This is an optimization exercise on Yosys and OpenROAD, whose aim is small area and a short achievable clock period, not a production implementation.
Function was checked by simulation only, so behaviour that the tests miss may differ from the original.
Power and IR drop assume default switching activity.

// fft_power_peak
module fft_power_peak #(
    parameter  int N          = 8,
    parameter  int DATA_WIDTH = 16,
    localparam int BIN_W      = $clog2(N),
    localparam int PWR_W      = 2 * DATA_WIDTH + 1
) (
    input  logic                         clk,
    input  logic                         rst_n,
    input  logic signed [DATA_WIDTH-1:0] in_real,
    input  logic signed [DATA_WIDTH-1:0] in_imag,
    input  logic                         in_valid,
    input  logic                         clear,
    input  logic        [PWR_W-1:0]      thresh,
    output logic                         peak_over,
    output logic        [PWR_W-1:0]      pwr_out,
    output logic        [BIN_W-1:0]      pwr_bin,
    output logic                         pwr_valid,
    output logic        [PWR_W-1:0]      peak_pwr,
    output logic        [BIN_W-1:0]      peak_bin,
    output logic                         peak_valid,
    output logic        [15:0]           frame_cnt,
    output logic        [1:0]            dbg_state
);
For scale: about 1400 cells after synthesis, about 160 I/O pins.
==> flow/config.mk <==
export PLATFORM = sky130hd
export DESIGN_NAME = fft_power_peak
export DESIGN_NICKNAME = fft_power_peak
export VERILOG_FILES = /design/flow/design.v
export SDC_FILE = /design/flow/constraint.sdc
export NUM_CORES = 4
export LEC_CHECK = 0
export CAP_MARGIN = 20
export CORE_MARGIN = 2
export CORE_UTILIZATION = 40
export SETUP_SLACK_MARGIN = 4.2
export SLEW_MARGIN = 20
export SYNTH_HIERARCHICAL = 1
export SYNTH_MINIMUM_KEEP_SIZE = 0
export TNS_END_PERCENT = 10
==> flow/constraint.sdc <==
create_clock -name core_clock -period 7.5 [get_ports {clk}]
set_input_delay 1.5000 -clock core_clock [delete_from_list [all_inputs] [get_ports {clk}]]
set_output_delay 1.5000 -clock core_clock [all_outputs]
set_load 0.01 [all_outputs]
standard.sh (not shown) runs the stock make flow with config.mk's settings and CLKGATE_MAP_FILE= SYNTH_SCRIPT=/design/flow/synth_recipe.tcl, a recipe that flattens the netlist after the stock synthesis.
==> flow/flow/run.sh <==
#!/bin/bash
# Layout flow: the standard flow (standard synthesis, floorplan, place, CTS, route,
# finish) unchanged, except that
#  - the port buffers are the platform's plain buf_1 cell instead of the resizer's default
#    pick (repair_design and repair_timing still resize them);
#  - CTS builds the tree from clkbuf_4 and clkbuf_8 cells, clusters up to 12 sinks per
#    leaf buffer and
#    adds no dummy load cells.
set -euo pipefail
export BUFFER_PORTS_ARGS="-buffer_cell sky130_fd_sc_hd__buf_1"
export CTS_ARGS="-sink_clustering_enable -repair_clock_nets -buf_list {sky130_fd_sc_hd__clkbuf_4 sky130_fd_sc_hd__clkbuf_8} -sink_clustering_size 12 -sink_clustering_max_diameter 50 -dont_use_dummy_load"
bash standard.sh finish > standard.log 2>&1
==> next run, changes <==
--- a/flow/flow/run.sh
+++ b/flow/flow/run.sh
@@ -6,2 +6 @@
-#  - CTS builds the tree from clkbuf_4 and clkbuf_8 cells, clusters up to 12 sinks per
-#    leaf buffer and
+#  - CTS builds the tree from clkbuf_4 and clkbuf_8 cells and
@@ -11 +10 @@
-export CTS_ARGS="-sink_clustering_enable -repair_clock_nets -buf_list {sky130_fd_sc_hd__clkbuf_4 sky130_fd_sc_hd__clkbuf_8} -sink_clustering_size 12 -sink_clustering_max_diameter 50 -dont_use_dummy_load"
+export CTS_ARGS="-sink_clustering_enable -repair_clock_nets -buf_list {sky130_fd_sc_hd__clkbuf_4 sky130_fd_sc_hd__clkbuf_8} -dont_use_dummy_load"
- TNS_END_PERCENT: 10 -> unset
Result:
- The new run finished with timing, DRC and antenna clean
- final cell count grows slightly
- clock power grows by a quarter to a third
- count of clock-buffer cells in the layout grows by 12
- maximum frequency grows by a few percent
- flip-flop and latch count does not change
- synthesized cell count does not change
- routed wire length grows slightly
- worst hold slack degrades by 0.0093 ns
- critical path depth stays the same
- total power grows by a few percent
- core utilization grows by 1.9 points
==> next run, changes <==
--- a/flow/flow/run.sh
+++ b/flow/flow/run.sh
@@ -6 +6,2 @@
-#  - CTS builds the tree from clkbuf_4 and clkbuf_8 cells and
+#  - CTS builds the tree from clkbuf_4 and clkbuf_8 cells, clusters up to 12 sinks per
+#    leaf buffer and
@@ -10 +11 @@
-export CTS_ARGS="-sink_clustering_enable -repair_clock_nets -buf_list {sky130_fd_sc_hd__clkbuf_4 sky130_fd_sc_hd__clkbuf_8} -dont_use_dummy_load"
+export CTS_ARGS="-sink_clustering_enable -repair_clock_nets -buf_list {sky130_fd_sc_hd__clkbuf_4 sky130_fd_sc_hd__clkbuf_8} -sink_clustering_size 12 -sink_clustering_max_diameter 50 -dont_use_dummy_load"
- SETUP_SLACK_MARGIN: 4.2 -> 4.45
- TNS_END_PERCENT: unset -> 10
Final area decreases by about 1.3%.
Via count rises by 1.0%.
Routed wire length is higher by about 1.1%.
Hold slack gets better by 0.0044 ns.
Non-clock buffer count stays the same.
Clock power fell by 22%.
==> next run, changes <==
==> flow/flow/run.sh (replaced) <==
#!/bin/bash
# Layout flow: the standard flow (standard synthesis, floorplan, place, CTS, route,
# finish) unchanged, except that the port buffers are the platform's plain buf_1 cell
# instead of the resizer's default pick; repair_design and repair_timing still resize them.
set -euo pipefail
export BUFFER_PORTS_ARGS="-buffer_cell sky130_fd_sc_hd__buf_1"
bash standard.sh finish > standard.log 2>&1
- CTS_BUF_LIST: unset -> sky130_fd_sc_hd__clkbuf_4
- SETUP_SLACK_MARGIN: 4.45 -> 4.3
- TNS_END_PERCENT: 10 -> unset
After rerunning:
- setup slack is better by 0.067 ns
- final area goes up by a little under a tenth
- synthesized cell count does not change
- non-clock buffer count goes up by 43
- cell count goes up by a few percent
- synthesized area is unchanged
- die area is unchanged
- routed wire length goes up by a few percent
- via count goes up by a few percent
- power goes up by a little under a tenth
- global-route usage goes up by 0.81 points
==> next run, changes <==
==> flow/flow/run.sh (replaced) <==
#!/bin/bash
# Layout flow: the standard flow (standard synthesis, floorplan, place, CTS, route,
# finish) unchanged, except that
#  - the port buffers are the platform's plain buf_1 cell instead of the resizer's default
#    pick (repair_design and repair_timing still resize them);
#  - CTS builds the tree from clkbuf_4 and clkbuf_8 cells, clusters up to 12 sinks per
#    leaf buffer and
#    adds no dummy load cells.
set -euo pipefail
export BUFFER_PORTS_ARGS="-buffer_cell sky130_fd_sc_hd__buf_1"
export CTS_ARGS="-sink_clustering_enable -repair_clock_nets -buf_list {sky130_fd_sc_hd__clkbuf_4 sky130_fd_sc_hd__clkbuf_8} -sink_clustering_size 12 -sink_clustering_max_diameter 50 -dont_use_dummy_load"
bash standard.sh finish > standard.log 2>&1
- CTS_BUF_LIST: sky130_fd_sc_hd__clkbuf_4 -> unset
- SETUP_SLACK_MARGIN: 4.3 -> 4.2
=> The changed run produced a clean layout. Cell count shrinks by 5.4%. Worst setup slack gains 0.037 ns. Critical path depth grows by 1.
==> next run, changes <==
==> flow/flow/run.sh (replaced) <==
#!/bin/bash
# Layout flow: the standard flow (standard synthesis, floorplan, place, CTS, route,
# finish) unchanged, except that the port buffers are the platform's plain buf_1 cell
# instead of the resizer's default pick; repair_design and repair_timing still resize them.
set -euo pipefail
export BUFFER_PORTS_ARGS="-buffer_cell sky130_fd_sc_hd__buf_1"
bash standard.sh finish > standard.log 2>&1
- CTS_BUF_LIST: unset -> sky130_fd_sc_hd__clkbuf_4
Worst hold slack hardly moves.
Count of clock-buffer cells in the layout grows by 62.
Routed wire length went down by 0.87%.
Non-clock buffer count went down by 2.
Via count grows by 2.1%.
Register-to-register slack gets worse by 0.03 ns.
Cell count climbs by 3.8%.

afterwards: timing with drivers on the ports:
The flow's constraints put no driver on any port. The routed layouts listed below were extracted and timed again, unchanged, in two steps. Step 1, drivers: a clkbuf_16 drives clk and a buf_2 each remaining input, both assumed. Step 2, shift: input delay + t, output delay - t, t = (earliest + latest rising clock arrival at the registers) / 2. This alone moves slack from input paths to output paths. a / b / c = ideal ports / drivers / drivers and shift; a / b = the first two.
run	shift t [ns]	slack for setup (ns)	worst hold slack (ns)	pins driven straight from the clock port
the first run	0.573	3.949 / 3.949 / 3.566	0.444 / 0.444 / 0.444	1
the second run	0.548	4.045 / 4.045 / 3.559	0.435 / 0.435 / 0.435	1
the third run	0.591	3.961 / 3.961 / 3.478	0.439 / 0.439 / 0.439	1
the fourth run	0.717	4.028 / 4.028 / 3.559	0.447 / 0.447 / 0.447	1
the fifth run	0.600	4.065 / 4.065 / 3.501	0.439 / 0.439 / 0.439	1
the sixth run	0.732	4.032 / 4.032 / 3.471	0.436 / 0.436 / 0.436	1
After both steps every run listed still meets setup and hold. For the fifth run, which loses most, drivers alone change the setup slack by 0.000 ns; drivers and shift together by -0.564 ns.
